Source: an optimization exercise on an open RTL-to-GDS flow (aim: small area, a short achievable clock period and few clock cycles per item). Production flows keep margins and buffers that such runs may drop. In this exercise RTL edits were held to simulation tests only and were not proved equivalent to the original.

**flow/run.sh**
```bash
#!/bin/bash
# synth_recipe.tcl (not shown) runs the flow's synth.tcl, then flattens the netlist and writes it again
# the make line also repeats each setting of config.mk as NAME=value (left out here)
make -C /OpenROAD-flow-scripts/flow DESIGN_CONFIG=/design/flow/config.mk WORK_HOME=/design/flow/orfs CLKGATE_MAP_FILE= SYNTH_SCRIPT=/design/flow/synth_recipe.tcl finish
```
**flow/config.mk**
```make
export PLATFORM = sky130hd
export DESIGN_NAME = point_set_zscore_normalizer_core
export DESIGN_NICKNAME = point_set_zscore_normalizer_core
export VERILOG_FILES = /design/flow/design.v
export SDC_FILE = /design/flow/constraint.sdc
export NUM_CORES = 4
export LEC_CHECK = 0
export ABC_CLOCK_PERIOD_IN_PS = 5000
export CAP_MARGIN = 20
export CORE_MARGIN = 2
export CORE_UTILIZATION = 40
export SETUP_SLACK_MARGIN = 4.5
export SLEW_MARGIN = 20
```
**flow/constraint.sdc**
```tcl
create_clock -name core_clock -period 10.0 [get_ports {clk}]
set_input_delay 2.0000 -clock core_clock [delete_from_list [all_inputs] [get_ports {clk}]]
set_output_delay 2.0000 -clock core_clock [all_outputs]
set_load 0.01 [all_outputs]
```
**flow/design.v**
```verilog
`timescale 1ns / 1ps
package pszn_pkg;
    localparam int MAX_POINTS = 64;
    localparam int FRAC_BITS  = 12;
    localparam int COORD_W    = 10;
    localparam int OUT_W      = 16;
    localparam int RING_D = 112;
    localparam int TF   = 24;
    localparam int TW   = TF + 12;   
    localparam int RW   = TF + 37;   
    localparam int PW   = TF + 15;   
endpackage
`timescale 1ns / 1ps
module pszn_ring #(
    parameter int WIDTH = 20,
    parameter int DEPTH = 64
) (
    input  logic                     clk,
    input  logic                     we,
    input  logic                     keep,
    input  logic                     clr,
    input  logic [WIDTH-1:0]         wdata,
    input  logic [$clog2(DEPTH)-1:0] rsel,
    output logic [WIDTH-1:0]         rdata,
    output logic                     rvalid
);
    logic [DEPTH*WIDTH-1:0] stages;
    logic [DEPTH-1:0]       valid;
    logic [DEPTH-1:0]       kill;
    always_comb
    begin
        kill = '0;
        kill[rsel] = clr;
    end
    always_ff @(posedge clk)
    begin
        stages <= {stages[(DEPTH-1)*WIDTH-1:0],
                   we ? wdata : stages[DEPTH*WIDTH-1 -: WIDTH]};
        valid  <= {valid[DEPTH-2:0] & ~kill[DEPTH-2:0],
                   we || (valid[DEPTH-1] && keep && !kill[DEPTH-1])};
    end
    assign rdata  = stages[rsel*WIDTH +: WIDTH];
    assign rvalid = valid[rsel];
endmodule
`timescale 1ns / 1ps
import pszn_pkg::*;
module pszn_scale_step
(
    input  logic [RW-1:0] z,
    input  logic [RW-1:0] v,
    input  logic [36:0]   b,
    output logic [RW-1:0] z_nxt,
    output logic [RW-1:0] v_nxt,
    output logic          bit_now
);
    logic [RW-1:0] bx, b4, vop;
    assign bit_now = !z[RW-1];
    assign bx      = RW'(b);
    assign b4      = RW'({b, 2'b00});
    assign vop     = bit_now ? ~v : v;
    assign z_nxt   = {z[RW-3:0], 2'b00} + ~bx + vop + (bit_now ? RW'(2) : RW'(1));
    assign v_nxt   = bit_now ? ({v[RW-2:0], 1'b0} + b4) : ({v[RW-2:0], 1'b0} - b4);
endmodule
module pszn_mul_cs #(
    parameter int AW   = 16,
    parameter int BW   = 16,
    parameter int PWID = 32
) (
    input  logic [AW-1:0]   a,
    input  logic [BW-1:0]   b,
    output logic [PWID-1:0] s,
    output logic [PWID-1:0] c
);
    logic [15:0][PWID-1:0] r;
    logic [10:0][PWID-1:0] l1;
    logic [7:0][PWID-1:0]  l2;
    logic [5:0][PWID-1:0]  l3;
    logic [3:0][PWID-1:0]  l4;
    logic [2:0][PWID-1:0]  l5;
    always_comb
    begin
        for (int i = 0; i < 16; i++)
        begin
            if (i < AW)
                r[i] = a[i] ? (PWID'(b) << i) : '0;
            else
                r[i] = '0;
        end
    end
    function automatic logic [2*PWID-1:0] csa(input logic [PWID-1:0] x, input logic [PWID-1:0] y,
                                              input logic [PWID-1:0] z);
        logic [PWID-1:0] sm, cy;
        sm  = x ^ y ^ z;
        cy  = (x & y) | (x & z) | (y & z);
        csa = {sm, cy[PWID-2:0], 1'b0};
    endfunction
    always_comb
    begin
        {l1[0], l1[1]}  = csa(r[0], r[1], r[2]);
        {l1[2], l1[3]}  = csa(r[3], r[4], r[5]);
        {l1[4], l1[5]}  = csa(r[6], r[7], r[8]);
        {l1[6], l1[7]}  = csa(r[9], r[10], r[11]);
        {l1[8], l1[9]}  = csa(r[12], r[13], r[14]);
        l1[10]          = r[15];
        {l2[0], l2[1]}  = csa(l1[0], l1[1], l1[2]);
        {l2[2], l2[3]}  = csa(l1[3], l1[4], l1[5]);
        {l2[4], l2[5]}  = csa(l1[6], l1[7], l1[8]);
        l2[6]           = l1[9];
        l2[7]           = l1[10];
        {l3[0], l3[1]}  = csa(l2[0], l2[1], l2[2]);
        {l3[2], l3[3]}  = csa(l2[3], l2[4], l2[5]);
        l3[4]           = l2[6];
        l3[5]           = l2[7];
        {l4[0], l4[1]}  = csa(l3[0], l3[1], l3[2]);
        {l4[2], l4[3]}  = csa(l3[3], l3[4], l3[5]);
        {l5[0], l5[1]}  = csa(l4[0], l4[1], l4[2]);
        l5[2]           = l4[3];
        {s, c}          = csa(l5[0], l5[1], l5[2]);
    end
endmodule
`timescale 1ns / 1ps
module pszn_check
(
    input  logic        clk,
    input  logic        rst_n,
    input  logic        start,
    input  logic [15:0] e_mag,
    input  logic [14:0] m_low,
    input  logic [6:0]  n,
    input  logic [36:0] b,
    output logic        busy,
    output logic        done,
    output logic        inc
);
    logic [69:0] acc;
    logic [39:0] mx;
    logic [31:0] my;
    logic [37:0] rr;
    logic [2:0]  op;
    logic [4:0]  cnt;
    logic        cmp;
    logic [69:0] acc_nxt;
    assign acc_nxt = {acc[68:0], 1'b0} + (my[31] ? {30'd0, mx} : 70'd0);
    logic [15:0] a;
    assign a = {1'b0, m_low} + 16'd1;
    always_ff @(posedge clk or negedge rst_n)
    begin
        if (!rst_n)
        begin
            busy <= 1'b0;
            done <= 1'b0;
            op   <= '0;
            cnt  <= '0;
            cmp  <= 1'b0;
        end
        else
        begin
            done <= 1'b0;
            if (start && !busy)
            begin
                busy <= 1'b1;
                op   <= 3'd0;
                cnt  <= '0;
            end
            else if (cmp)
            begin
                cmp  <= 1'b0;
                busy <= 1'b0;
                done <= 1'b1;
            end
            else if (busy)
            begin
                cnt <= cnt + 5'd1;
                if (cnt == 5'd31)
                begin
                    if (op == 3'd3)
                        cmp <= 1'b1;
                    else
                        op <= op + 3'd1;
                end
            end
        end
    end
    always_ff @(posedge clk)
    begin
        if (start && !busy)
        begin
            acc <= '0;
            mx  <= {24'd0, e_mag};
            my  <= {16'd0, e_mag};
        end
        else if (cmp)
        begin
            inc <= acc <= {8'd0, rr, 24'd0};
        end
        else if (busy)
        begin
            if (cnt == 5'd31 && op != 3'd3)
            begin
                acc <= '0;
                case (op)
                    3'd0:
                    begin
                        mx <= acc_nxt[39:0];
                        my <= {25'd0, n - 7'd1};
                    end
                    3'd1:
                    begin
                        rr <= acc_nxt[37:0];
                        mx <= {24'd0, a};
                        my <= {16'd0, a};
                    end
                    3'd2:
                    begin
                        mx <= {3'd0, b};
                        my <= acc_nxt[31:0];
                    end
                    default:
                    begin
                    end
                endcase
            end
            else
            begin
                acc <= acc_nxt;
                my  <= {my[30:0], 1'b0};
            end
        end
    end
endmodule
`timescale 1ns / 1ps
import pszn_pkg::*;
module point_set_zscore_normalizer_core
(
    input  logic                      clk,
    input  logic                      rst_n,
    input  logic                      in_valid,
    output logic                      in_stall,
    input  logic signed [COORD_W-1:0] point_x,
    input  logic signed [COORD_W-1:0] point_y,
    input  logic                      end_of_set,
    output logic                      out_valid,
    input  logic                      out_stall,
    output logic signed [OUT_W-1:0]   norm_x,
    output logic signed [OUT_W-1:0]   norm_y,
    output logic [1:0]                status,
    output logic                      last
);
    logic [1:0]  iq_cnt;
    logic [20:0] iq0, iq1;        
    logic        in_stall_r;
    logic        push, pop;
    logic [1:0]  iq_cnt_nxt;
    assign in_stall   = in_stall_r;
    assign push       = in_valid && !in_stall_r;
    assign iq_cnt_nxt = iq_cnt + {1'b0, push} - {1'b0, pop};
    always_ff @(posedge clk or negedge rst_n)
    begin
        if (!rst_n)
        begin
            iq_cnt     <= '0;
            in_stall_r <= 1'b0;
        end
        else
        begin
            iq_cnt     <= iq_cnt_nxt;
            in_stall_r <= iq_cnt_nxt == 2'd2;
        end
    end
    always_ff @(posedge clk)
    begin
        if (pop)
        begin
            if (iq_cnt == 2'd2)
                iq0 <= iq1;
            else
                iq0 <= {end_of_set, point_y, point_x};
            iq1 <= {end_of_set, point_y, point_x};
        end
        else if (push)
        begin
            if (iq_cnt == 2'd0)
                iq0 <= {end_of_set, point_y, point_x};
            iq1 <= {end_of_set, point_y, point_x};
        end
    end
    logic                      h_eos;
    logic signed [COORD_W-1:0] h_x, h_y;
    assign h_eos = iq0[20];
    assign h_y   = iq0[19:10];
    assign h_x   = iq0[9:0];
    localparam int SW = $clog2(RING_D);
    logic [SW-1:0] occ;           
    logic [SW-1:0] rsel;          
    logic [SW-1:0] ph_off;        
    logic signed [SW+1:0] g;      
    logic signed [SW+1:0] hs;     
    logic [6:0]    n_load;        
    logic          keep, can_write, can_close, wr, rd, skip, rds, ph_taken;
    logic          cs_v;          
    logic          a_v, a_keep, a_eos;
    logic          b_v, b_keep, b_eos;
    logic [19:0]   ring_q;
    logic          ring_v;
    logic [SW-1:0] h_cur;
    assign ph_taken  = g < 0;
    assign keep      = n_load != 7'd64;
    assign can_write = (occ == '0)
                    || ((g == 0) && (occ != SW'(RING_D - 1)))
                    || ((g > 0) && (ph_off != SW'(RING_D - 1)) && (hs <= (SW+2)'(RING_D - 65)));
    assign can_close = !cs_v && !(a_v && a_eos) && !(b_v && b_eos);
    assign pop       = (iq_cnt != 2'd0) && (!keep || can_write) && (!h_eos || can_close);
    assign wr        = pop && keep;
    assign skip      = (occ != '0) && !ring_v;
    assign rds       = rd || skip;
    pszn_ring #(
        .WIDTH (20),
        .DEPTH (RING_D)
    ) u_ring (
        .clk    (clk),
        .we     (wr),
        .keep   (ph_taken),
        .clr    (rds),
        .wdata  ({h_y, h_x}),
        .rsel   (rsel),
        .rdata  (ring_q),
        .rvalid (ring_v)
    );
    logic                 realign, ph_wrap, eos_pop;
    logic [SW-1:0]        ph_inc;
    logic signed [SW+1:0] occ_s, g_inc, g_nxt, h_cur_s, h_nxt, hs_a, hs_b;
    assign realign = wr && (occ == '0);
    assign ph_wrap = ph_off == SW'(RING_D - 1);
    assign ph_inc  = ph_wrap ? '0 : ph_off + SW'(1);
    assign eos_pop = pop && h_eos;
    assign occ_s   = $signed({2'b00, occ});
    assign h_cur_s = $signed({2'b00, h_cur});
    assign g_inc   = g + 1;
    assign g_nxt   = wr ? '0 : ((!rds && ph_wrap) ? -occ_s : g_inc);
    assign h_nxt   = eos_pop ? '0 : ((wr && occ != '0) ? hs : h_cur_s);
    assign hs_a    = h_cur_s - occ_s;
    assign hs_b    = hs + 1;
    always_ff @(posedge clk or negedge rst_n)
    begin
        if (!rst_n)
        begin
            occ    <= '0;
            rsel   <= '0;
            ph_off <= SW'(1);
            g      <= (SW+2)'(1);
            hs     <= (SW+2)'(1);
            n_load <= '0;
            h_cur  <= '0;
        end
        else
        begin
            if (realign)
            begin
                rsel   <= '0;
                ph_off <= SW'(1);
                occ    <= SW'(1);
            end
            else
            begin
                if (!rds)
                begin
                    rsel   <= ph_off;
                    ph_off <= ph_inc;
                end
                if (wr)
                    occ <= rds ? ph_off : ph_off + SW'(1);
                else if (rds)
                    occ <= occ - SW'(1);
            end
            g <= g_nxt;
            if (wr)
                hs <= h_nxt;
            else if (eos_pop)
                hs <= g_nxt;
            else
                hs <= (!rds && ph_wrap) ? hs_a : hs_b;
            h_cur <= h_nxt[SW-1:0];
            if (pop)
            begin
                if (h_eos)
                    n_load <= '0;
                else if (keep)
                    n_load <= n_load + 7'd1;
            end
        end
    end
    logic signed [COORD_W-1:0] a_x, a_y, b_x, b_y;
    logic [9:0]                b_hhx, b_hhy, b_llx, b_lly;
    logic signed [10:0]        b_hlx, b_hly;
    logic [6:0]                s_n;
    logic                      s_drop;
    logic signed [16:0]        s_sx, s_sy;
    logic [24:0]               s_qx, s_qy;
    logic signed [16:0]        sx_new, sy_new;
    logic [24:0]               qx_new, qy_new;
    logic [6:0]                n_new;
    logic [6:0]         cs_n;
    logic               cs_drop;
    logic signed [16:0] cs_sx, cs_sy;
    logic [15:0]        cs_ax, cs_ay;     
    logic [24:0]        cs_qx, cs_qy;
    logic               cs_take;
    logic signed [4:0]  a_hx, a_hy;
    logic signed [5:0]  a_lx, a_ly;
    logic signed [10:0] a_hlx, a_hly;
    logic signed [9:0]  a_hhx_s, a_hhy_s;
    logic [24:0]        b_xx, b_yy;
    logic signed [16:0] b_x17, b_y17;
    logic signed [16:0] sx_neg, sy_neg;
    assign a_hx    = a_x[9:5];
    assign a_hy    = a_y[9:5];
    assign a_lx    = {1'b0, a_x[4:0]};
    assign a_ly    = {1'b0, a_y[4:0]};
    assign a_hhx_s = a_hx * a_hx;
    assign a_hhy_s = a_hy * a_hy;
    assign a_hlx   = a_hx * a_lx;
    assign a_hly   = a_hy * a_ly;
    assign b_xx    = {5'd0, b_hhx, 10'd0} + {{8{b_hlx[10]}}, b_hlx, 6'd0} + {15'd0, b_llx};
    assign b_yy    = {5'd0, b_hhy, 10'd0} + {{8{b_hly[10]}}, b_hly, 6'd0} + {15'd0, b_lly};
    assign b_x17  = b_x;
    assign b_y17  = b_y;
    assign sx_new = s_sx + (b_keep ? b_x17 : 17'sd0);
    assign sy_new = s_sy + (b_keep ? b_y17 : 17'sd0);
    assign qx_new = s_qx + (b_keep ? b_xx : 25'd0);
    assign qy_new = s_qy + (b_keep ? b_yy : 25'd0);
    assign n_new  = s_n + {6'd0, b_keep};
    assign sx_neg = -sx_new;
    assign sy_neg = -sy_new;
    always_ff @(posedge clk or negedge rst_n)
    begin
        if (!rst_n)
        begin
            a_v    <= 1'b0;
            b_v    <= 1'b0;
            s_n    <= '0;
            s_drop <= 1'b0;
            s_sx   <= '0;
            s_sy   <= '0;
            s_qx   <= '0;
            s_qy   <= '0;
            cs_v   <= 1'b0;
        end
        else
        begin
            a_v <= pop;
            b_v <= a_v;
            if (b_v)
            begin
                if (b_eos)
                begin
                    s_n    <= '0;
                    s_drop <= 1'b0;
                    s_sx   <= '0;
                    s_sy   <= '0;
                    s_qx   <= '0;
                    s_qy   <= '0;
                end
                else
                begin
                    s_n    <= n_new;
                    s_drop <= s_drop || !b_keep;
                    s_sx   <= sx_new;
                    s_sy   <= sy_new;
                    s_qx   <= qx_new;
                    s_qy   <= qy_new;
                end
            end
            if (b_v && b_eos)
                cs_v <= 1'b1;
            else if (cs_take)
                cs_v <= 1'b0;
        end
    end
    always_ff @(posedge clk)
    begin
        a_x    <= h_x;
        a_y    <= h_y;
        a_keep <= keep;
        a_eos  <= h_eos;
        b_x    <= a_x;
        b_y    <= a_y;
        b_hhx  <= a_hhx_s;
        b_hhy  <= a_hhy_s;
        b_hlx  <= a_hlx;
        b_hly  <= a_hly;
        b_llx  <= a_x[4:0] * a_x[4:0];
        b_lly  <= a_y[4:0] * a_y[4:0];
        b_keep <= a_keep;
        b_eos  <= a_eos;
        if (u_st == U_IDLE && cs_v)
        begin
            cs_qx <= cs_qy;
            cs_ax <= cs_ay;
        end
        if (b_v && b_eos)
        begin
            cs_n    <= n_new;
            cs_drop <= s_drop || !b_keep;
            cs_sx   <= sx_new;
            cs_sy   <= sy_new;
            cs_ax   <= sx_new[16] ? sx_neg[15:0] : sx_new[15:0];
            cs_ay   <= sy_new[16] ? sy_neg[15:0] : sy_new[15:0];
            cs_qx   <= qx_new;
            cs_qy   <= qy_new;
        end
    end
    logic [1:0]             dv;           
    logic [1:0]             rv;           
    logic [1:0][6:0]        d_n;
    logic [1:0][16:0]       d_sx, d_sy;
    logic [1:0][TW-1:0]     d_tx, d_ty;
    logic [1:0][36:0]       d_bx, d_by;
    logic [1:0]             d_zx, d_zy;
    logic [1:0][1:0]        d_st;
    localparam logic [2:0] U_IDLE = 3'd0, U_PX = 3'd1, U_PY = 3'd2, U_BY = 3'd3,
                           U_REC1 = 3'd4, U_REC = 3'd5, U_DONE = 3'd6;
    logic [2:0]         u_st;
    logic               u_ws;            
    logic [6:0]         u_n;
    logic               u_drop;
    logic signed [16:0] u_sx, u_sy;
    logic [15:0]        u_pq0, u_pq1, u_pq2;    
    logic [15:0]        u_shh, u_shl, u_sll;
    logic [17:0]        u_b0, u_b1;      
    logic [15:0]        u_b2;
    logic [30:0]        u_dm;            
    logic               u_dzx, u_dzy;    
    logic [36:0]        u_bx, u_by;
    logic [35:0]        u_ri;            
    logic [5:0]         u_kx, u_ky;      
    logic [RW-1:0]      u_zx, u_vx, u_zy, u_vy;
    logic [TW-1:0]      u_xx, u_xy;
    logic [6:0]   mul_n;
    logic [24:0]  mul_q;
    logic [15:0]  mul_a;
    logic [15:0]  mul_hh, mul_hl, mul_ll;
    logic [31:0]  d_diff;
    assign mul_n   = cs_n;
    assign mul_q   = cs_qx;
    assign mul_a   = cs_ax;
    logic [15:0]  mul_pq0, mul_pq1, mul_pq2;
    assign mul_pq0 = mul_n * mul_q[8:0];
    assign mul_pq1 = mul_n * mul_q[16:9];
    assign mul_pq2 = mul_n * mul_q[24:17];
    assign mul_hh  = mul_a[15:8] * mul_a[15:8];
    assign mul_hl  = mul_a[15:8] * mul_a[7:0];
    assign mul_ll  = mul_a[7:0] * mul_a[7:0];
    assign d_diff  = {16'd0, u_pq0} + {7'd0, u_pq1, 9'd0} + {u_pq2[14:0], 17'd0}
                   - {u_shh, 16'd0} - {7'd0, u_shl, 9'd0} - {16'd0, u_sll};
    assign cs_take = (u_st == U_PY);
    logic [30:0] mb_d;
    logic [17:0] mb_0, mb_1;
    logic [15:0] mb_2;
    logic [36:0] b_sum;
    assign mb_d  = u_dm;
    assign mb_0  = u_n * mb_d[10:0];
    assign mb_1  = u_n * mb_d[21:11];
    assign mb_2  = u_n * mb_d[30:22];
    assign b_sum = {19'd0, u_b0} + {8'd0, u_b1, 11'd0} + {u_b2[14:0], 22'd0};
    logic [3:0] mb_k;
    always_comb
    begin
        mb_k = '0;
        for (int i = 1; i < 15; i++)
        begin
            if (mb_d[2*i] || mb_d[2*i+1])
                mb_k = 4'(i);
        end
        if (mb_d[30])
            mb_k = 4'd15;
    end
    logic [35:0] mb_r;
    assign mb_r = {30'd0, u_n - 7'd1} << {mb_k, 1'b0};
    logic [RW-1:0] zx_nxt, vx_nxt, zy_nxt, vy_nxt;
    logic          bx_now, by_now;
    pszn_scale_step u_stepx (
        .z       (u_zx),
        .v       (u_vx),
        .b       (u_bx),
        .z_nxt   (zx_nxt),
        .v_nxt   (vx_nxt),
        .bit_now (bx_now)
    );
    pszn_scale_step u_stepy (
        .z       (u_zy),
        .v       (u_vy),
        .b       (u_by),
        .z_nxt   (zy_nxt),
        .v_nxt   (vy_nxt),
        .bit_now (by_now)
    );
    logic [RW-1:0] z0;
    logic [RW-1:0] z0_a, z0_b, z0_c, z0_d, z0_bp, z0_cp, z0_dp, z0_s1, z0_y1, z0_s2, z0_y2;
    assign z0_a   = RW'({u_ri, 2'b00});
    assign z0_bp  = RW'(u_b0);
    assign z0_cp  = RW'({u_b1, 11'd0});
    assign z0_dp  = RW'({u_b2, 22'd0});
    assign z0_b   = ~z0_bp;
    assign z0_c   = ~z0_cp;
    assign z0_d   = ~z0_dp;
    assign z0_s1  = z0_a ^ z0_b ^ z0_c;
    assign z0_y1  = ((z0_a & z0_b) | (z0_a & z0_c) | (z0_b & z0_c)) << 1;
    assign z0_s2  = z0_s1 ^ z0_y1 ^ z0_d;
    assign z0_y2  = ((z0_s1 & z0_y1) | (z0_s1 & z0_d) | (z0_y1 & z0_d)) << 1;
    assign z0     = z0_s2 + z0_y2 + RW'(3);
    logic u_few, u_zx0, u_zy0;
    assign u_few = u_n < 7'd2;
    assign u_zx0 = u_few || u_dzx;
    assign u_zy0 = u_few || u_dzy;
    logic step_x, step_y, rec_last;
    logic [TW-1:0] tx_fin, ty_fin;
    assign rec_last = (u_st == U_REC) && (u_kx <= 6'd1) && (u_ky <= 6'd1);
    assign step_x = (u_st == U_REC1 || u_st == U_REC) && (u_kx != '0);
    assign step_y = (u_st == U_REC) && (u_ky != '0);
    always_ff @(posedge clk or negedge rst_n)
    begin
        if (!rst_n)
        begin
            u_st <= U_IDLE;
            u_ws <= 1'b0;
        end
        else
        begin
            case (u_st)
                U_IDLE:
                    if (cs_v)
                        u_st <= U_PX;
                U_PX:
                    u_st <= U_PY;
                U_PY:
                    u_st <= U_BY;
                U_BY:
                    u_st <= U_REC1;
                U_REC1:
                    u_st <= U_REC;
                U_REC:
                    if (rec_last)
                    begin
                        if (!dv[u_ws])
                        begin
                            u_st <= U_IDLE;
                            u_ws <= !u_ws;
                        end
                        else
                            u_st <= U_DONE;
                    end
                U_DONE:
                    if (!dv[u_ws])
                    begin
                        u_st <= U_IDLE;
                        u_ws <= !u_ws;
                    end
                default:
                    u_st <= U_IDLE;
            endcase
        end
    end
    always_ff @(posedge clk)
    begin
        case (u_st)
            U_IDLE:
            begin
                u_n    <= cs_n;
                u_drop <= cs_drop;
                u_sx   <= cs_sx;
                u_sy   <= cs_sy;
                u_pq0  <= mul_pq0;
                u_pq1  <= mul_pq1;
                u_pq2  <= mul_pq2;
                u_shh  <= mul_hh;
                u_shl  <= mul_hl;
                u_sll  <= mul_ll;
            end
            U_PX:
            begin
                u_dm  <= d_diff[30:0];
                u_pq0 <= mul_pq0;
                u_pq1 <= mul_pq1;
                u_pq2 <= mul_pq2;
                u_shh <= mul_hh;
                u_shl <= mul_hl;
                u_sll <= mul_ll;
            end
            U_PY:
            begin
                u_dm  <= d_diff[30:0];
                u_dzx <= u_dm == '0;
                u_b0  <= mb_0;
                u_b1  <= mb_1;
                u_b2  <= mb_2;
                u_ri  <= mb_r;
                u_kx  <= 6'(TW) - {2'd0, mb_k};
            end
            U_BY:
            begin
                u_dzy <= u_dm == '0;
                u_b0  <= mb_0;
                u_b1  <= mb_1;
                u_b2  <= mb_2;
                u_ri  <= mb_r;
                u_ky  <= 6'(TW) - {2'd0, mb_k};
                u_bx  <= b_sum;
                u_xx  <= '0;
            end
            U_REC1:
            begin
                u_by  <= b_sum;
                u_xy  <= '0;
            end
            default:
            begin
            end
        endcase
        if (step_x)
        begin
            u_xx <= {u_xx[TW-2:0], bx_now};
            u_kx <= u_kx - 6'd1;
        end
        if (step_y)
        begin
            u_xy <= {u_xy[TW-2:0], by_now};
            u_ky <= u_ky - 6'd1;
        end
    end
    always_ff @(posedge clk)
    begin
        u_zx <= (u_st == U_BY) ? z0 : zx_nxt;
        u_vx <= (u_st == U_BY) ? RW'({b_sum, 2'b00}) : vx_nxt;
        u_zy <= (u_st == U_REC1) ? z0 : zy_nxt;
        u_vy <= (u_st == U_REC1) ? RW'({b_sum, 2'b00}) : vy_nxt;
    end
    logic desc_we;
    assign desc_we = (u_st == U_DONE || rec_last) && !dv[u_ws];
    assign tx_fin  = step_x ? {u_xx[TW-2:0], bx_now} : u_xx;
    assign ty_fin  = step_y ? {u_xy[TW-2:0], by_now} : u_xy;
    always_ff @(posedge clk)
    begin
        if (desc_we)
        begin
            d_n[u_ws]  <= u_n;
            d_sx[u_ws] <= u_sx;
            d_sy[u_ws] <= u_sy;
            d_tx[u_ws] <= tx_fin;
            d_ty[u_ws] <= ty_fin;
            d_bx[u_ws] <= u_bx;
            d_by[u_ws] <= u_by;
            d_zx[u_ws] <= u_zx0;
            d_zy[u_ws] <= u_zy0;
            if (u_few)
                d_st[u_ws] <= 2'd1;
            else if (u_drop)
                d_st[u_ws] <= 2'd3;
            else if (u_dzx || u_dzy)
                d_st[u_ws] <= 2'd2;
            else
                d_st[u_ws] <= 2'd0;
        end
    end
    logic       adv;
    logic       cur;              
    logic [5:0] iidx;             
    logic       i_last;
    assign i_last = {1'b0, iidx} == (d_n[cur] - 7'd1);
    assign rd     = adv && (occ != '0) && ring_v && rv[cur];
    logic                      p0_v, p0_s, p0_l;
    logic signed [COORD_W-1:0] p0_x, p0_y;
    logic [6:0]                p0_n;
    logic                      p1_v, p1_s, p1_l;
    logic [11:0]               p1_nlx, p1_nly;    
    logic signed [11:0]        p1_nhx, p1_nhy;    
    logic                      p2_v, p2_s, p2_l;
    logic [15:0]               p2_ex, p2_ey;
    logic                      p2_nx, p2_ny;
    logic                      p3_v, p3_s, p3_l;
    logic [15:0]               p3_ex, p3_ey;
    logic                      p3_nx, p3_ny;
    logic [PW-1:0]             p3_sx, p3_cx, p3_sy, p3_cy;    
    logic                      p4_v, p4_s, p4_l;
    logic [15:0]               p4_ex, p4_ey;
    logic                      p4_nx, p4_ny;
    logic [14:0]               p4_mx, p4_my;
    logic                      p4_ax, p4_ay;
    logic                      p4_zx, p4_zy;
    logic [1:0]                p4_st;
    logic                      o_v, o_s;
    logic signed [7:0]  p0_ns;
    logic [11:0]        nl_x, nl_y;
    logic signed [11:0] nh_x, nh_y;
    logic signed [4:0]  ph_x, ph_y;
    assign p0_ns = $signed({1'b0, p0_n});
    assign ph_x  = p0_x[9:5];
    assign ph_y  = p0_y[9:5];
    assign nl_x  = p0_n * p0_x[4:0];
    assign nl_y  = p0_n * p0_y[4:0];
    assign nh_x  = p0_ns * ph_x;
    assign nh_y  = p0_ns * ph_y;
    logic signed [17:0] epx, enx, epy, eny, npx_l, npx_h, npy_l, npy_h;
    assign npx_l = $signed({6'd0, p1_nlx});
    assign npy_l = $signed({6'd0, p1_nly});
    assign npx_h = $signed({p1_nhx, 5'd0});
    assign npy_h = $signed({p1_nhy, 5'd0});
    logic signed [16:0] p1_sx, p1_sy;
    assign p1_sx = $signed(d_sx[p1_s]);
    assign p1_sy = $signed(d_sy[p1_s]);
    assign epx = npx_l + npx_h - p1_sx;
    assign enx = p1_sx - npx_l - npx_h;
    assign epy = npy_l + npy_h - p1_sy;
    assign eny = p1_sy - npy_l - npy_h;
    logic [TW-1:0]        p2_tx, p2_ty;    
    logic [PW-1:0]        mqx_s, mqx_c, mqy_s, mqy_c;
    pszn_mul_cs #(.AW(16), .BW(TW), .PWID(PW)) u_mqx (.a(p2_ex), .b(p2_tx), .s(mqx_s), .c(mqx_c));
    pszn_mul_cs #(.AW(16), .BW(TW), .PWID(PW)) u_mqy (.a(p2_ey), .b(p2_ty), .s(mqy_s), .c(mqy_c));
    logic [PW-1:0] px, py;
    logic          ax_w, ay_w;
    assign px = p3_sx + p3_cx;
    assign py = p3_sy + p3_cy;
    logic [16:0] thx, thy;
    assign thx  = 17'h10000 - {1'b0, p3_ex};
    assign thy  = 17'h10000 - {1'b0, p3_ey};
    assign ax_w = (&px[TF-1:16]) && ({1'b0, px[15:0]} > thx);
    assign ay_w = (&py[TF-1:16]) && ({1'b0, py[15:0]} > thy);
    localparam logic [1:0] SL_IDLE = 2'd0, SL_GO = 2'd1, SL_RUN = 2'd2, SL_DONE = 2'd3;
    logic [1:0] sl_st;
    logic       sl_axis, sl_incx, sl_incy;
    logic       chk_busy, chk_done, chk_inc;
    logic       p4_block;
    assign p4_block = p4_v && (p4_ax || p4_ay) && (sl_st != SL_DONE);
    assign adv      = (!o_v || !out_stall) && !p4_block;
    pszn_check u_check (
        .clk   (clk),
        .rst_n (rst_n),
        .start (sl_st == SL_GO),
        .e_mag (sl_axis ? p4_ey : p4_ex),
        .m_low (sl_axis ? p4_my : p4_mx),
        .n     (d_n[p4_s]),
        .b     (sl_axis ? d_by[p4_s] : d_bx[p4_s]),
        .busy  (chk_busy),
        .done  (chk_done),
        .inc   (chk_inc)
    );
    always_ff @(posedge clk or negedge rst_n)
    begin
        if (!rst_n)
        begin
            sl_st   <= SL_IDLE;
            sl_axis <= 1'b0;
            sl_incx <= 1'b0;
            sl_incy <= 1'b0;
        end
        else
        begin
            case (sl_st)
                SL_IDLE:
                    if (p4_block)
                    begin
                        sl_axis <= !p4_ax;
                        sl_st   <= SL_GO;
                    end
                SL_GO:
                    sl_st <= SL_RUN;
                SL_RUN:
                    if (chk_done)
                    begin
                        if (!sl_axis)
                        begin
                            sl_incx <= chk_inc;
                            if (p4_ay)
                            begin
                                sl_axis <= 1'b1;
                                sl_st   <= SL_GO;
                            end
                            else
                                sl_st <= SL_DONE;
                        end
                        else
                        begin
                            sl_incy <= chk_inc;
                            sl_st   <= SL_DONE;
                        end
                    end
                default:
                    if (adv)
                    begin
                        sl_st   <= SL_IDLE;
                        sl_incx <= 1'b0;
                        sl_incy <= 1'b0;
                    end
            endcase
        end
    end
    logic [15:0]              mx_p1, my_p1, mx_ng, my_ng;
    logic signed [OUT_W-1:0]  zx_val, zy_val;
    assign mx_p1  = {1'b0, p4_mx} + 16'd1;
    assign my_p1  = {1'b0, p4_my} + 16'd1;
    assign mx_ng  = ~{1'b0, p4_mx} + 16'd1;
    assign my_ng  = ~{1'b0, p4_my} + 16'd1;
    assign zx_val = p4_zx ? 16'sd0 : p4_nx ? (sl_incx ? ~{1'b0, p4_mx} : mx_ng)
                                          : (sl_incx ? mx_p1 : {1'b0, p4_mx});
    assign zy_val = p4_zy ? 16'sd0 : p4_ny ? (sl_incy ? ~{1'b0, p4_my} : my_ng)
                                          : (sl_incy ? my_p1 : {1'b0, p4_my});
    always_ff @(posedge clk or negedge rst_n)
    begin
        if (!rst_n)
        begin
            p0_v <= 1'b0;
            p1_v <= 1'b0;
            p2_v <= 1'b0;
            p3_v <= 1'b0;
            p4_v <= 1'b0;
            o_v  <= 1'b0;
            cur  <= 1'b0;
            iidx <= '0;
            dv   <= '0;
            rv   <= '0;
        end
        else
        begin
            if (adv)
            begin
                p0_v <= rd;
                p1_v <= p0_v;
                p2_v <= p1_v;
                p3_v <= p2_v;
                p4_v <= p3_v;
            end
            if (!o_v || !out_stall)
                o_v <= adv && p4_v;
            if (rd)
            begin
                if (i_last)
                begin
                    iidx <= '0;
                    cur  <= !cur;
                end
                else
                    iidx <= iidx + 6'd1;
            end
            if (desc_we && !u_ws)
            begin
                dv[0] <= 1'b1;
                rv[0] <= 1'b1;
            end
            else
            begin
                if (rd && i_last && !cur)
                    rv[0] <= 1'b0;
                if (o_v && !out_stall && last && !o_s)
                    dv[0] <= 1'b0;
            end
            if (desc_we && u_ws)
            begin
                dv[1] <= 1'b1;
                rv[1] <= 1'b1;
            end
            else
            begin
                if (rd && i_last && cur)
                    rv[1] <= 1'b0;
                if (o_v && !out_stall && last && o_s)
                    dv[1] <= 1'b0;
            end
        end
    end
    always_ff @(posedge clk)
    begin
        if (adv)
        begin
            p0_s  <= cur;
            p0_l  <= i_last;
            p0_x  <= $signed(ring_q[9:0]);
            p0_y  <= $signed(ring_q[19:10]);
            p0_n  <= d_n[cur];
            p1_s   <= p0_s;
            p1_l   <= p0_l;
            p1_nlx <= nl_x;
            p1_nly <= nl_y;
            p1_nhx <= nh_x;
            p1_nhy <= nh_y;
            p2_s  <= p1_s;
            p2_l  <= p1_l;
            p2_nx <= epx[17];
            p2_ny <= epy[17];
            p2_ex <= epx[17] ? enx[15:0] : epx[15:0];
            p2_ey <= epy[17] ? eny[15:0] : epy[15:0];
            p2_tx <= d_tx[p1_s];
            p2_ty <= d_ty[p1_s];
            p3_s  <= p2_s;
            p3_l  <= p2_l;
            p3_nx <= p2_nx;
            p3_ny <= p2_ny;
            p3_ex <= p2_ex;
            p3_ey <= p2_ey;
            p3_sx <= mqx_s;
            p3_cx <= mqx_c;
            p3_sy <= mqy_s;
            p3_cy <= mqy_c;
            p4_s  <= p3_s;
            p4_l  <= p3_l;
            p4_nx <= p3_nx;
            p4_ny <= p3_ny;
            p4_ex <= p3_ex;
            p4_ey <= p3_ey;
            p4_mx <= px[PW-1:TF];
            p4_my <= py[PW-1:TF];
            p4_ax <= ax_w && !d_zx[p3_s];
            p4_ay <= ay_w && !d_zy[p3_s];
            p4_zx <= d_zx[p3_s];
            p4_zy <= d_zy[p3_s];
            p4_st <= d_st[p3_s];
        end
        if (adv && p4_v)
        begin
            norm_x <= zx_val;
            norm_y <= zy_val;
            status <= p4_st;
            last   <= p4_l;
            o_s    <= p4_s;
        end
    end
    assign out_valid = o_v;
endmodule
```
==> impl_metrics.py, run 1 <==
metrics = {
    "place": {
        "port_buffers": 61,
        "dpl.hpwl_um": 396000,
        "place_area_um2": 243000,
        "gp_congestion": 0.879,
    },
    "die": {
        "design.portCount": 62,
        "rows": 280,
        "dieArea_um2": 590000,
        "die_w_um": 768,
        "die_y_um": 768,
        "design.core.area_um2": 582000,
        "start_util_pct": 40.2,
    },
    "route": {
        "m1WireLength_um": 250000,
        "dr.first_iter.drc_count": 9031,
        "routed.top_layer": "met5",
        "antenna_left": 0,
        "route.met3.wl_um": 24300,
        "viasPerCell": 5.17,
        "routed-wl-met2_um": 263000,
        "drc": 0,
        "wl_per_cell_um": 19.8,
        "firstDrtPassIters": 6,
        "routed_wl_um": 556000,
        "vias": 145248,
    },
    "clocking": {
        "h-tree-depth": 5,
        "cts_tree": "built",
        "cts_sinks": 4488,
        "cts_buffers": 444,
        "clk_latency_ns": 1.05,
        "ctsLongestPathBuffers": 4,
        "path_clk_slew_ns": 0.07,
        "hold_buffers": 0,
        "cts-root-buf": "clkbuf_16",
    },
    "global_route": {
        "overflow": 0,
        "grt_pass1_vias": 151103,
        "antenna_found_initial": 22,
        "track_usage_pct": 18.7,
        "grt_pass1_wl_um": 878000,
        "grt_max_degree": 166,
    },
    "yosys": {
        "synthDominantCellAreaShare_pct": 24.0,
        "synthesis.instances": 20005,
        "synthTopCellsByArea": "dfxtp_1 24%, edfxtp_1 19%, fa_1 12%",
        "synth_nets": 22839,
        "netlist_area_um2": 234000,
        "ys_seq_elements": 4488,
        "synthDistinctLibCells": 113,
        "ys_seq_area_share_pct": 45.3,
        "syn_avg_cell_area_um2": 11.7,
        "ys_warn_count": 4,
        "synthArstFlopShare_pct": 4.19,
        "synth_ff_type": "dfxtp_1",
        "synth_top_cell_by_area": "dfxtp_1",
        "synth_edf_count": 1502,
    },
    "finish": {
        "fill_cells": 53417,
        "syn_to_final_growth_pct": 10.9,
        "multiInputGateArea_um2": 118000,
        "regArea_um2": 106000,
        "drive_gt1_share_pct": 9.96,
        "design_area_um2": 259000,
        "fin_nets": 22786,
    },
    "timing": {
        "relSlewSlack_pct": 20.7,
        "clock_skew_ns": 0.0927,
        "hold_viol_final": 0,
        "min_period_ns": 5.27,
        "setup_viol": 0,
        "rsz0062_at_grt": "yes",
        "max_freq_ghz": 0.190,
        "finalCritPeriodShare_pct": 52.7,
        "setup_tns_ns": 0,
        "slew_viol_final": 0,
        "worst_pin_slew_ns": 1.18,
    },
    "worst_hold_path": {
        "worstHoldPathType": "reg2reg",
        "worstHoldStart": "u_ring.stages[66]",
    },
    "critical_path": {
        "critPathSlowestCell": "edfxtp_1",
        "cp-startpoint": "u_by[0]",
        "cp-end-kind": "flop",
        "worst_ep_arrival_time_ns": 6.12,
        "path_cells": "inv_2 > ha_1 > inv_1 > nor3_4 > nand4_1 > nor4_4 > buf_4 > a21oi_1 > xnor2_1 > ha_1 > and2_1 > nand3_1 > o21ai_0 > nand2_1 > a31oi_4 > o21ai_4 > nor4_4 > nor4_4 > nor2_4 > a21oi_2 > o21bai_1 > mux2_2",
        "critical_path_class": "reg2reg",
        "worst_ep_required_time_ns": 10.85,
        "setup.worst_path.start_class": "flop",
        "reg2reg_depth": 22,
        "r2r_setup_slack_ns": 4.73,
        "cp-endpoint": "u_vy[56]",
        "r2r-end": "u_vy[56]",
        "crit_path_frequent_cell": "nor4_4",
        "reg2reg_from": "u_by[0]",
        "cp_slowest_stage_delay_ns": 0.50,
        "worst-path-max-fanout": 5,
    },
    "status": {
        "status": "finished clean",
    },
    "flow_run": {
        "maxCapViolations": 0,
    },
}
==> sequential cells by signal (all words and copies together), names as in the netlist, 37 cells and up, named ones only <==
| signal | count |
|---|---|
| u_bx | 37 |
| p3_sy | 39 |
| u_vy | 59 |
| u_zx | 60 |
| u_ring.valid | 112 |
| p3_sx | 39 |
| u_vx | 59 |
| u_zy | 60 |
| u_by | 37 |
| u_check.rr | 38 |
| u_check.mx | 40 |
| u_ring.stages | 2240 |
| u_check.acc | 70 |
==> layout by cell type, fill, tap and decap left out, types with 57 or more instances in the layout <==
| cell type | instances |
|---|---|
| clkinv_2 | 77 |
| dfrtp_1 | 176 |
| a22o_1 | 69 |
| a21o_1 | 344 |
| mux4_2 | 672 |
| a21oi_1 | 978 |
| nand2_1 | 1521 |
| fa_1 | 1366 |
| a211oi_1 | 64 |
| o21bai_1 | 185 |
| clkdlybuf4s50_1 | 60 |
| nor2b_1 | 178 |
| ha_1 | 1440 |
| nor2_1 | 841 |
| o21a_1 | 161 |
| mux2i_1 | 216 |
| nor3_1 | 159 |
| inv_1 | 1982 |
| nor4_1 | 57 |
| mux2_2 | 167 |
| xnor2_1 | 815 |
| and2_1 | 1130 |
| dfxtp_1 | 2796 |
| a31oi_1 | 76 |
| nand3_1 | 161 |
| clkbuf_16 | 451 |
| clkbuf_8 | 76 |
| edfxtp_1 | 1502 |
| a22oi_1 | 63 |
| o22ai_1 | 69 |
| nand2b_1 | 141 |
| o21ai_0 | 633 |
| buf_4 | 214 |
| xor2_1 | 345 |
| clkbuf_1 | 67 |
| and3_1 | 66 |
| nand4_1 | 80 |
==> how the worst min path moves through the flow <==
stage | endpoint | slack, ns | cells after the start
final | u_ring.stages[86] | 0.32 | 0
after global routing | u_ring.stages[2076] | 0.32 | 0
after CTS | u_ring.stages[86] | 0.32 | 0
after detailed placement | b_keep | 0.31 | 0
after global placement | b_keep | 0.31 | 0
after floorplan | b_keep | 0.31 | 0
==> synth_stat cells, types with 34 or more instances <==
library cell / instances
a211oi_1: 65
a21boi_0: 53
a21o_1: 344
a21oi_1: 992
a221oi_1: 39
a22o_1: 69
a22oi_1: 63
a31oi_1: 78
and2_1: 1132
and3_1: 66
buf_1: 68
buf_2: 58
buf_4: 44
clkbuf_1: 620
dfrtp_1: 185
dfxtp_1: 2798
edfxtp_1: 1502
fa_1: 1366
ha_1: 1443
inv_1: 1991
mux2_2: 167
mux2i_1: 216
mux4_2: 672
nand2_1: 1529
nand2b_1: 143
nand3_1: 161
nand4_1: 80
nor2_1: 856
nor2b_1: 181
nor3_1: 171
nor4_1: 66
o21a_1: 161
o21ai_0: 638
o21ai_1: 34
o21bai_1: 185
o221ai_1: 54
o22ai_1: 69
o31ai_1: 44
or3_1: 44
xnor2_1: 818
xor2_1: 345
==> logic make-up (layout without fill, tap and decap cells) <==
group	count (synthesis)	count (layout)	share of synthesized area, %
simple gates	4550	4550	9.56
flops	4488	4488	45.3
compound gates	3139	3139	8.50
fa+ha+maj	2810	2810	19.4
buf+inv	2800	3137	4.64
xor+xnor	1163	1163	4.36
mux	1055	1055	8.21
other cells	0	9	0
==> stage by stage <==
step	util (%)	hold slack, ns	setup slack [ns]	instances
6_report	44.6	0.323	4.73	28106
3_3_place_gp	41.7	0.312	3.77	27223
3_5_place_dp	41.7	0.315	3.78	27223
5_1_grt	44.6	0.323	4.38	28098
2_1_floorplan	-	0.310	0.803	20005
4_1_cts	44.4	0.317	4.48	28059
==> per-layer routing <==
layer | vias to the layer above | track usage, %
li1 | 68371 | -
met4 | 4 | 5.64
met5 | - | 0
met2 | 2919 | 31.5
met3 | 818 | 2.13
met1 | 73136 | 25.4
==> timing repair <==
action,4_1_cts,5_1_grt
pin swaps,0,8
buffers inserted,0,36
cloned,0,0
endpoints found under the setup margin,60,95
resized for setup,20,72
==> worst max-delay path, delay by kind of cell (launching register included) <==
family | cells | cell delay, ns
XOR/XNOR | 1 | 0.15
AND/OR/NAND/NOR | 9 | 2.11
multiplexers | 1 | 0.34
flip-flops | 1 | 0.50
adder cells (fa/ha/maj) | 2 | 0.60
AO/OA/AOI/OAI | 6 | 0.95
buffers and inverters | 3 | 0.46
==> layout make-up <==
cell class	count	area share (%)
flip-flops and latches	4488	40.9
diodes	9	0.00869
well taps	7755	3.74
clock buffers	594	4.86
multi-input cells	12717	45.4
inverters	1999	2.91
clock inverters	242	1.22
repair buffers	302	1.04
Testbench counts, summed over its fixed seeds: cycles 3,094, items 2,044.
==> run 2: changes to the inputs <==
--- a/flow/design.v
+++ b/flow/design.v
@@ -59,7 +59,9 @@
     assign b4      = RW'({b, 2'b00});
     assign vop     = bit_now ? ~v : v;
     assign z_nxt   = {z[RW-3:0], 2'b00} + ~bx + vop + (bit_now ? RW'(2) : RW'(1));
-    assign v_nxt   = bit_now ? ({v[RW-2:0], 1'b0} + b4) : ({v[RW-2:0], 1'b0} - b4);
+    logic [RW-1:0] bop;
+    assign bop     = bit_now ? b4 : ~b4;
+    assign v_nxt   = {v[RW-2:0], 1'b0} + bop + RW'(!bit_now);
 endmodule
 module pszn_mul_cs #(
     parameter int AW   = 16,
--- a/flow/config.mk
+++ b/flow/config.mk
@@ -9,5 +9,5 @@
 export CAP_MARGIN = 20
 export CORE_MARGIN = 2
 export CORE_UTILIZATION = 40
-export SETUP_SLACK_MARGIN = 4.5
+export SETUP_SLACK_MARGIN = 5
 export SLEW_MARGIN = 20
==> run 2 against run 1 <==
Effect of this change: still clean on timing, DRC and antenna; global-route usage decreased by 0.56 points; via count decreased by 1.1%; first-iteration DRC count decreased by 1.4%; final cell count decreased by 1.2%; die area decreased by 0.33%; sequential share of layout area about the same; register-to-register slack improved by 0.30 ns; count of clock-buffer cells in the layout increased by 19; clock skew increased by 0.060 ns; final area about the same; critical path type unchanged; critical endpoint is now u_b2[15].
==> impl_metrics.py, run 2 <==
metrics = {
    "finish": {
        "fill_cells": 53099,
        "drive_gt1_share_pct": 11.0,
        "largestRegisters": "u_ring.stages: 2240 flops, u_ring.valid: 112 flops, u_check.acc: 70 flops",
        "layout_common_cells": "2795 x dfxtp_1, 1952 x inv_1, 1502 x edfxtp_1",
        "layout_commonest_cell": "dfxtp_1",
        "final_core_util_pct": 44.7,
        "largest_reg_flops": 2240,
        "top_register": "u_ring.stages",
        "fin_nets": 22454,
        "regArea_um2": 106000,
        "multiInputGateArea_um2": 117000,
        "syn_to_final_growth_pct": 11.4,
    },
    "timing": {
        "max_freq_ghz": 0.201,
        "finalCritPeriodShare_pct": 49.8,
        "relSlewSlack_pct": 23.4,
        "setup_viol": 0,
        "min_period_ns": 4.98,
        "worst_pin_slew_ns": 1.15,
        "slew_viol_final": 0,
        "hold_viol_final": 0,
        "setup_tns_ns": 0,
        "clock_skew_ns": 0.152,
        "rsz0062_at_grt": "yes",
    },
    "route": {
        "firstDrtPassIters": 7,
        "routed_wl_um": 541000,
        "wl_per_cell_um": 19.5,
        "dr.first_iter.drc_count": 8905,
        "m1WireLength_um": 248000,
        "drc": 0,
        "antenna_left": 0,
        "vias": 143596,
        "routed-wl-met2_um": 251000,
        "viasPerCell": 5.17,
        "route.met3.wl_um": 26900,
        "routed.top_layer": "met5",
    },
    "die": {
        "die_y_um": 767,
        "design.core.area_um2": 581000,
        "dieArea_um2": 588000,
        "start_util_pct": 40.1,
        "design.portCount": 62,
        "rows": 280,
        "die_w_um": 767,
    },
    "yosys": {
        "synthDistinctLibCells": 88,
        "ys_seq_area_share_pct": 45.4,
        "synth_nets": 22475,
        "ys_seq_elements": 4488,
        "synth_most_common_cell": "dfxtp_1",
        "synth_ff_type": "dfxtp_1",
        "ys_warn_count": 4,
        "syn_avg_cell_area_um2": 11.9,
        "synthTopCellsByArea": "dfxtp_1 24%, edfxtp_1 19%, fa_1 12%",
        "synthesis.instances": 19633,
        "netlist_area_um2": 233000,
        "synthArstFlopShare_pct": 4.19,
        "synth_edf_count": 1502,
        "synthDominantCellAreaShare_pct": 24.1,
        "netlist_top_cells_count": "2798 x dfxtp_1, 1967 x inv_1, 1502 x edfxtp_1",
        "synth_top_cell_by_area": "dfxtp_1",
    },
    "clocking": {
        "cts_tree": "built",
        "clk_latency_ns": 1.07,
        "cts_sinks": 4488,
        "ctsLongestPathBuffers": 4,
        "cts_buffers": 447,
        "hold_buffers": 0,
        "cts-root-buf": "clkbuf_16",
        "path_clk_slew_ns": 0.07,
        "h-tree-depth": 5,
    },
    "critical_path": {
        "reg2reg_from": "u_n[1]",
        "cp-end-kind": "flop",
        "setup.worst_path.start_class": "flop",
        "r2r_setup_slack_ns": 5.02,
        "r2r-end": "u_b2[15]",
        "worst-path-max-fanout": 17,
        "reg2reg_depth": 19,
        "worst_ep_arrival_time_ns": 5.71,
        "critical_path_class": "reg2reg",
        "worst_ep_required_time_ns": 10.73,
    },
    "global_route": {
        "grt_pass1_wl_um": 855000,
        "track_usage_pct": 18.1,
        "overflow": 0,
        "grt_max_degree": 180,
        "antenna_found_initial": 21,
        "grt_pass1_vias": 148022,
    },
    "worst_hold_path": {
        "min_delay_worst_endpoint": "u_ring.stages[1750]",
        "worstHoldPathType": "reg2reg",
        "worstHoldStart": "u_ring.stages[1730]",
        "min_path_cells": 0,
    },
    "flow_run": {
        "maxCapViolations": 0,
    },
    "place": {
        "dpl.hpwl_um": 381000,
        "gp_congestion": 0.908,
        "port_buffers": 61,
    },
    "status": {
        "status": "finished clean",
    },
}
==> run 2: routing by layer <==
metal | vias up | global-route usage [%]
li1 | 67481 | -
met1 | 72152 | 25.3
met2 | 3168 | 29.7
met3 | 791 | 2.39
met4 | 4 | 4.93
met5 | - | 0
==> run 2: worst max-delay path: stages (launching register included) <==
cell and delay, ns:
edfxtp_1 0.43, buf_12 0.18, and2_1 0.17, fa_1 0.53, inv_1 0.05, fa_1 0.52, inv_1 0.05, fa_1 0.47
inv_1 0.05, fa_1 0.47, inv_1 0.06, ha_4 0.23, a21oi_2 0.17, o21bai_1 0.09, a21oi_2 0.17, o21ai_1 0.11
or4_1 0.43, a41o_1 0.25, a21oi_1 0.17, xnor2_1 0.11
==> run 2: worst max-delay path by stage <==
stage / from / end / slack, ns / depth (start not counted)
floorplan: out_stall / p0_l / 0.80 / 3
global placement: u_zy[60] / u_zy[55] / 4.06 / 18
global route: u_n[1] / u_b1[16] / 4.84 / 19
finish: u_n[1] / u_b2[15] / 5.02 / 19
CTS: cs_ax[13] / u_shl[15] / 5.00 / 20
detailed placement: u_zx[60] / u_vx[60] / 4.08 / 15
==> run 2: what timing repair did <==
action	CTS	global route
gates cloned	2	5
pin swaps	12	49
endpoints found under the setup margin	291	219
buffers inserted	54	24
resized for setup	76	123
==> run 2: metrics by stage <==
stage	instances	hold WS (ns)	setup WS [ns]	instance area [um2]
after global placement	26830	0.327	4.06	242000
after detailed placement	26831	0.331	4.08	242000
after global routing	27766	0.228	4.84	259000
after CTS	27731	0.234	5.00	258000
final	27770	0.253	5.02	259000
after floorplan	19633	0.310	0.805	233000
==> run 2: cells by family (layout without fill, tap and decap cells) <==
family	count (synthesis)	after routing	share of synthesized area [%]
flops	4488	4488	45.4
compound gates	2884	2884	7.89
simple gates	4496	4496	9.50
xor+xnor	1114	1114	4.19
mux	1066	1066	8.94
other cells	0	8	0
fa+ha+maj	2821	2821	19.6
buf+inv	2764	3138	4.48
==> run 2: final cells by class <==
class                           count  share of cell area [%]
Antenna cell                        8                 0.00772
Clock buffer                      613                    4.88
Clock inverter                    231                    1.14
Inverter                         1972                    2.87
Multi-Input combinational cell  12381                    45.3
Sequential cell                  4488                    40.8
Tap cell                         7755                    3.74
Timing Repair Buffer              322                    1.23
Testbench counts of run 2, summed over its fixed seeds: cycles 3,094, items 2,044.
==> run 3: changes to the inputs <==
--- a/flow/config.mk
+++ b/flow/config.mk
@@ -5,7 +5,7 @@
 export SDC_FILE = /design/flow/constraint.sdc
 export NUM_CORES = 4
 export LEC_CHECK = 0
-export ABC_CLOCK_PERIOD_IN_PS = 5000
+export ABC_CLOCK_PERIOD_IN_PS = 4000
 export CAP_MARGIN = 20
 export CORE_MARGIN = 2
 export CORE_UTILIZATION = 40
==> run 3 against run 2 <==
Effect of this change: still clean on timing, DRC and antenna; final area stayed put; fmax stayed put; die area stayed put; sequential cell count stayed put; critical path type unchanged.
==> impl_metrics.py, run 3 <==
metrics = {
    "yosys": {
        "synth_nets": 22475,
        "ys_seq_elements": 4488,
        "synth_top_cell_by_area": "dfxtp_1",
        "synth-compound-area-share_pct": 7.89,
        "syn_avg_cell_area_um2": 11.9,
        "muxShareOfSynthArea_pct": 8.94,
        "netlist_area_um2": 233000,
        "synth_most_common_cell": "dfxtp_1",
        "netlist_top_cells_count": "2798 x dfxtp_1, 1967 x inv_1, 1502 x edfxtp_1",
        "synth_edf_count": 1502,
        "synth_ff_type": "dfxtp_1",
        "yosys.area_share.adder_pct": 19.6,
        "synthesis.instances": 19633,
        "synthArstFlopShare_pct": 4.19,
        "synthTopCellsByArea": "dfxtp_1 24%, edfxtp_1 19%, fa_1 12%",
        "synthDistinctLibCells": 88,
        "synth_top_family_by_area": "adder cells",
        "synthDominantCellAreaShare_pct": 24.1,
        "synthXorXnorAreaFrac_pct": 4.19,
        "ys_warn_count": 4,
        "ys_seq_area_share_pct": 45.4,
        "yosys.area_share.simple_pct": 9.50,
    },
    "finish": {
        "drive_gt1_share_pct": 11.0,
        "fill_cells": 53099,
        "final_core_util_pct": 44.7,
        "regArea_um2": 106000,
        "largestRegisters": "u_ring.stages: 2240 flops, u_ring.valid: 112 flops, u_check.acc: 70 flops",
        "design_area_um2": 259000,
        "syn_to_final_growth_pct": 11.4,
        "layout_common_cells": "2795 x dfxtp_1, 1952 x inv_1, 1502 x edfxtp_1",
        "layout_commonest_cell": "dfxtp_1",
        "top_register": "u_ring.stages",
        "largest_reg_flops": 2240,
        "multiInputGateArea_um2": 117000,
        "fin_nets": 22454,
    },
    "global_route": {
        "antenna_found_initial": 21,
        "grt_pass1_vias": 148022,
        "grt_max_degree": 180,
        "overflow": 0,
        "grt_pass1_wl_um": 855000,
        "track_usage_pct": 18.1,
    },
    "timing": {
        "slew_viol_final": 0,
        "finalCritPeriodShare_pct": 49.8,
        "setup_slack_ns": 5.02,
        "max_freq_ghz": 0.201,
        "setup_viol": 0,
        "setup_tns_ns": 0,
        "hold_viol_final": 0,
        "min_period_ns": 4.98,
        "clock_skew_ns": 0.152,
        "relSlewSlack_pct": 23.4,
        "worst_pin_slew_ns": 1.15,
        "rsz0062_at_grt": "yes",
    },
    "critical_path": {
        "cp_slowest_stage_delay_ns": 0.53,
        "worst_ep_required_time_ns": 10.73,
        "worst-path-max-fanout": 17,
        "reg2reg_from": "u_n[1]",
        "r2r-end": "u_b2[15]",
        "reg2reg_depth": 19,
        "path_cells": "buf_12 > and2_1 > fa_1 > inv_1 > fa_1 > inv_1 > fa_1 > inv_1 > fa_1 > inv_1 > ha_4 > a21oi_2 > o21bai_1 > a21oi_2 > o21ai_1 > or4_1 > a41o_1 > a21oi_1 > xnor2_1",
        "critical_path_class": "reg2reg",
        "r2r_setup_slack_ns": 5.02,
        "setup.worst_path.start_class": "flop",
        "critPathSlowestCell": "fa_1",
        "worst_ep_arrival_time_ns": 5.71,
        "cp.buffers_inverters": 5,
        "cpLargestDelayFamily": "adder cells",
        "cp-end-kind": "flop",
    },
    "die": {
        "die_y_um": 767,
        "rows": 280,
        "die_w_um": 767,
        "design.portCount": 62,
        "design.core.area_um2": 581000,
        "dieArea_um2": 588000,
        "start_util_pct": 40.1,
    },
    "clocking": {
        "clk_latency_ns": 1.07,
        "cts_tree": "built",
        "cts_sinks": 4488,
        "h-tree-depth": 5,
        "cts-root-buf": "clkbuf_16",
        "hold_buffers": 0,
        "path_clk_slew_ns": 0.07,
        "ctsLongestPathBuffers": 4,
        "cts_buffers": 447,
    },
    "route": {
        "vias": 143596,
        "dr.first_iter.drc_count": 8905,
        "antenna_left": 0,
        "wl_per_cell_um": 19.5,
        "routed_wl_um": 541000,
        "firstDrtPassIters": 7,
        "drc": 0,
        "viasPerCell": 5.17,
    },
    "place": {
        "gp_congestion": 0.908,
        "place_area_um2": 242000,
        "post-place-ws_ns": 4.08,
        "port_buffers": 61,
        "dpl.hpwl_um": 381000,
    },
    "worst_hold_path": {
        "worstHoldPathType": "reg2reg",
        "min_delay_worst_endpoint": "u_ring.stages[1750]",
        "worstHoldStart": "u_ring.stages[1730]",
        "min_path_cells": 0,
    },
    "flow_run": {
        "maxCapViolations": 0,
    },
    "status": {
        "status": "finished clean",
    },
}
[run 3: cell counts after synthesis]
No cell type changed its count.
[run 3: kinds of logic (layout without fill, tap and decap cells)]
family / Yosys count / count (layout)
fa+ha+maj: 2821 / 2821
other cells: 0 / 8
xor+xnor: 1114 / 1114
flops: 4488 / 4488
mux: 1066 / 1066
compound gates: 2884 / 2884
simple gates: 4496 / 4496
buf+inv: 2764 / 3138
[run 3: final cells by class]
| cell class | count | share of cell area (%) |
|---|---|---|
| clock inverters | 231 | 1.14 |
| clock buffers | 613 | 4.88 |
| inverters | 1972 | 2.87 |
| multi-input cells | 12381 | 45.3 |
| flip-flops and latches | 4488 | 40.8 |
| well taps | 7755 | 3.74 |
| repair buffers | 322 | 1.23 |
| diodes | 8 | 0.00772 |
[run 3: worst register-to-register path, delay by kind of cell, from the launching register on]
| kind | cells | cell delay [ns] |
|---|---|---|
| buf+inv | 5 | 0.39 |
| compound gates | 6 | 0.96 |
| simple gates | 2 | 0.61 |
| xor+xnor | 1 | 0.11 |
| fa+ha+maj | 5 | 2.22 |
| flops | 1 | 0.43 |
[run 3: repair_timing]
action,4_1_cts,5_1_grt
hold endpoints to repair,0,0
resized for setup,76,123
endpoints found under the setup margin,291,219
cloned,2,5
setup buffers,54,24
pin swaps,12,49
[run 3: worst max-delay path by stage]
| stage | startpoint | end | slack (ns) | depth (start not counted) |
|---|---|---|---|---|
| 5_1_grt | u_n[1] | u_b1[16] | 4.84 | 19 |
| 2_1_floorplan | out_stall | p0_l | 0.80 | 3 |
| 6_report | u_n[1] | u_b2[15] | 5.02 | 19 |
| 3_3_place_gp | u_zy[60] | u_zy[55] | 4.06 | 18 |
| 3_5_place_dp | u_zx[60] | u_vx[60] | 4.08 | 15 |
| 4_1_cts | cs_ax[13] | u_shl[15] | 5.00 | 20 |
[run 3: per-layer routing]
metal	wire (um)	GRT usage (%)	up-vias
met5	27	0	-
met4	15000	4.93	4
met3	26900	2.39	791
met2	251000	29.7	3168
met1	248000	25.3	72152
li1	-	-	67481
[run 3: metrics by stage]
stage                     hold WS, ns  instances
final                           0.253      27770
after global routing            0.228      27766
after floorplan                 0.310      19633
after global placement          0.327      26830
after detailed placement        0.331      26831
after CTS                       0.234      27731
==> run 4: changes to the inputs <==
--- a/flow/config.mk
+++ b/flow/config.mk
@@ -5,9 +5,9 @@
 export SDC_FILE = /design/flow/constraint.sdc
 export NUM_CORES = 4
 export LEC_CHECK = 0
-export ABC_CLOCK_PERIOD_IN_PS = 4000
+export ABC_CLOCK_PERIOD_IN_PS = 4500
 export CAP_MARGIN = 20
 export CORE_MARGIN = 2
 export CORE_UTILIZATION = 40
-export SETUP_SLACK_MARGIN = 5
+export SETUP_SLACK_MARGIN = 4.9
 export SLEW_MARGIN = 20
==> run 4 against run 3 <==
Effect of this change: core utilization barely moved; worst setup slack got worse by 0.0041 ns; global-route usage up 0.19 points; synthesized area did not move; via count hardly changed; fmax barely moved; clock skew shrank 0.0091 ns; sequential cell count stayed put; final cell count barely moved; count of clock-buffer cells in the layout up 3; non-clock buffer count up 15; largest cell class unchanged.
==> impl_metrics.py, run 4 <==
metrics = {
    "status": {
        "status": "finished clean",
    },
    "place": {
        "gp_congestion": 0.911,
        "post-place-ws_ns": 3.92,
        "port_buffers": 61,
        "place_inst": 26834,
        "dpl.hpwl_um": 389000,
    },
    "yosys": {
        "synth_nets": 22475,
        "synth_most_common_cell": "dfxtp_1",
        "synthDominantCellAreaShare_pct": 24.1,
        "synthDistinctLibCells": 88,
        "netlist_area_um2": 233000,
        "netlist_top_cells_count": "2798 x dfxtp_1, 1967 x inv_1, 1502 x edfxtp_1",
        "synthTopCellsByArea": "dfxtp_1 24%, edfxtp_1 19%, fa_1 12%",
        "synthesis.instances": 19633,
        "syn_avg_cell_area_um2": 11.9,
        "synth_ff_type": "dfxtp_1",
        "ys_warn_count": 4,
        "synthArstFlopShare_pct": 4.19,
        "synth_edf_count": 1502,
        "synth_top_cell_by_area": "dfxtp_1",
        "ys_seq_area_share_pct": 45.4,
        "ys_seq_elements": 4488,
    },
    "timing": {
        "rsz0062_at_grt": "yes",
        "setup_viol": 0,
        "clock_skew_ns": 0.143,
        "setup_slack_ns": 5.02,
        "min_period_ns": 4.98,
        "setup_tns_ns": 0,
        "fin_hold_ws_ns": 0.259,
        "slew_viol_final": 0,
        "worst_pin_slew_ns": 1.21,
        "relSlewSlack_pct": 18.5,
        "finalCritPeriodShare_pct": 49.8,
        "hold_viol_final": 0,
        "max_freq_ghz": 0.201,
    },
    "global_route": {
        "track_usage_pct": 18.3,
        "grt_pass1_wl_um": 864000,
        "grt_max_degree": 146,
        "antenna_found_initial": 36,
        "grt_pass1_vias": 149210,
        "overflow": 0,
    },
    "critical_path": {
        "setup.worst_path.start_class": "flop",
        "cp-end-kind": "flop",
        "worst-path-max-fanout": 7,
        "worst_ep_arrival_time_ns": 5.70,
        "worst_ep_required_time_ns": 10.71,
        "critical_path_class": "reg2reg",
    },
    "route": {
        "dr.first_iter.drc_count": 9428,
        "firstDrtPassIters": 8,
        "wl_per_cell_um": 19.7,
        "viasPerCell": 5.17,
        "drc": 0,
        "antenna_left": 0,
        "vias": 143739,
        "routed_wl_um": 548000,
    },
    "worst_hold_path": {
        "worstHoldPathType": "reg2reg",
    },
    "clocking": {
        "cts_sinks": 4488,
        "cts_buffers": 452,
        "ctsLongestPathBuffers": 4,
        "path_clk_slew_ns": 0.07,
        "hold_buffers": 0,
        "cts_tree": "built",
        "cts-root-buf": "clkbuf_16",
        "clk_latency_ns": 1.06,
        "h-tree-depth": 5,
    },
    "flow_run": {
        "maxCapViolations": 0,
    },
    "die": {
        "dieArea_um2": 588000,
        "start_util_pct": 40.1,
        "rows": 280,
        "design.portCount": 62,
        "design.core.area_um2": 581000,
        "die_w_um": 767,
        "die_y_um": 767,
    },
    "finish": {
        "top_register": "u_ring.stages",
        "fill_cells": 53109,
        "drive_gt1_share_pct": 11.0,
        "fin_cells": 27788,
        "largest_reg_flops": 2240,
        "largestRegisters": "u_ring.stages: 2240 flops, u_ring.valid: 112 flops, u_check.acc: 70 flops",
        "layout_commonest_cell": "dfxtp_1",
        "final_core_util_pct": 44.7,
        "syn_to_final_growth_pct": 11.4,
        "layout_common_cells": "2796 x dfxtp_1, 1953 x inv_1, 1502 x edfxtp_1",
        "fin_nets": 22475,
    },
}
==> run 4: critical path, stage by stage, from the launching register on <==
cell and delay (ns):
edfxtp_1 0.46, buf_4 0.20, clkbuf_16 0.16, and2_1 0.14, fa_1 0.47, fa_1 0.50, fa_1 0.49, inv_1 0.05
fa_1 0.47, inv_1 0.04, ha_1 0.32, a21oi_2 0.19, o21bai_1 0.12, a21oi_2 0.21, o21ai_2 0.07, o41a_1 0.41
a21o_1 0.18, a21oi_2 0.13, xnor2_1 0.07
==> run 4: timing repair <==
item                                    4_1_cts  5_1_grt
pin swaps                                     5       52
resized for setup                            49      132
buffers inserted                             39       46
endpoints found under the setup margin      365      107
cloned                                        2       11
==> run 4: cells by family (layout without fill, tap and decap cells) <==
logic type	count (synthesis)	after routing	share of synthesized area, %
AOI/OAI and AO/OA	2884	2884	7.89
xor gates and xnor gates	1114	1115	4.19
adders and majority gates	2821	2821	19.6
buffers and inverters	2764	3153	4.48
DFF	4488	4488	45.4
muxes	1066	1066	8.94
other	0	10	0
and+or+nand+nor	4496	4496	9.50
==> run 4: routing by layer <==
metal / up-vias / share of wire (%) / track usage, %
li1: 67525 / - / -
met1: 72398 / 45 / 25.5
met2: 3022 / 47 / 30.3
met3: 784 / 5.0 / 2.22
met4: 10 / 3.0 / 4.93
met5: - / 0.013 / 0
==> run 4: worst paths after layout <==
| check | startpoint | end | slack (ns) | depth (start not counted) |
|---|---|---|---|---|
| setup / recovery | u_n[2] | u_b0[16] | 5.02 | 18 |
| hold / removal | u_ring.stages[825] | u_ring.stages[845] | 0.26 | 0 |
| setup reg to reg | u_n[2] | u_b0[16] | 5.02 | 18 |
| hold reg to reg | u_ring.stages[825] | u_ring.stages[845] | 0.26 | 0 |
| max in group asynchronous | rst_n | rsel[4] | 7.17 | 3 |
| min in group asynchronous | rst_n | dv[0] | 0.91 | 1 |
==> run 4: metrics by stage <==
step	area, um2
3_3_place_gp	242000
4_1_cts	258000
6_report	259000
2_1_floorplan	233000
3_5_place_dp	242000
5_1_grt	259000
==> run 4: final cells by class <==
class	count	area (um2)	area share [%]
Inverter	1972	7420	2.86
Timing Repair Buffer	337	3510	1.35
Clock buffer	616	12700	4.89
Tap cell	7755	9700	3.74
Multi-Input combinational cell	12382	117000	45.2
Clock inverter	228	2870	1.11
Antenna cell	10	25.0	0.00965
Sequential cell	4488	106000	40.8

[re-timing with driven ports]
The results above use ideal ports. As a check the final layouts listed here were re-extracted and re-timed, cells and wires unchanged. Step 1 sets driving cells, clkbuf_16 on the clock port and buf_2 on the other inputs (assumed; they add their load-dependent delay and slew). Step 2, shift: input delay + t, output delay - t, t = (earliest + latest rising clock arrival at the registers) / 2. This alone moves slack from input paths to output paths. Three values: ideal ports, drivers, drivers and shift; two values: the first two.
| run | t (ns) | slack for setup (ns) | worst register clock-pin slew, ns |
|---|---|---|---|
| run 1 | 1.120 | 4.725 / 4.725 / 4.357 | 0.07 / 0.07 |
| run 2 | 1.112 | 5.023 / 5.023 / 4.388 | 0.07 / 0.07 |
| run 3 | 1.112 | 5.023 / 5.023 / 4.388 | 0.07 / 0.07 |
| run 4 | 1.115 | 5.019 / 5.019 / 4.186 | 0.07 / 0.07 |
After both steps every run listed still meets setup and hold. The setup slack of run 4, which loses most, moves by 0.000 ns with the drivers and by -0.833 ns with both steps.
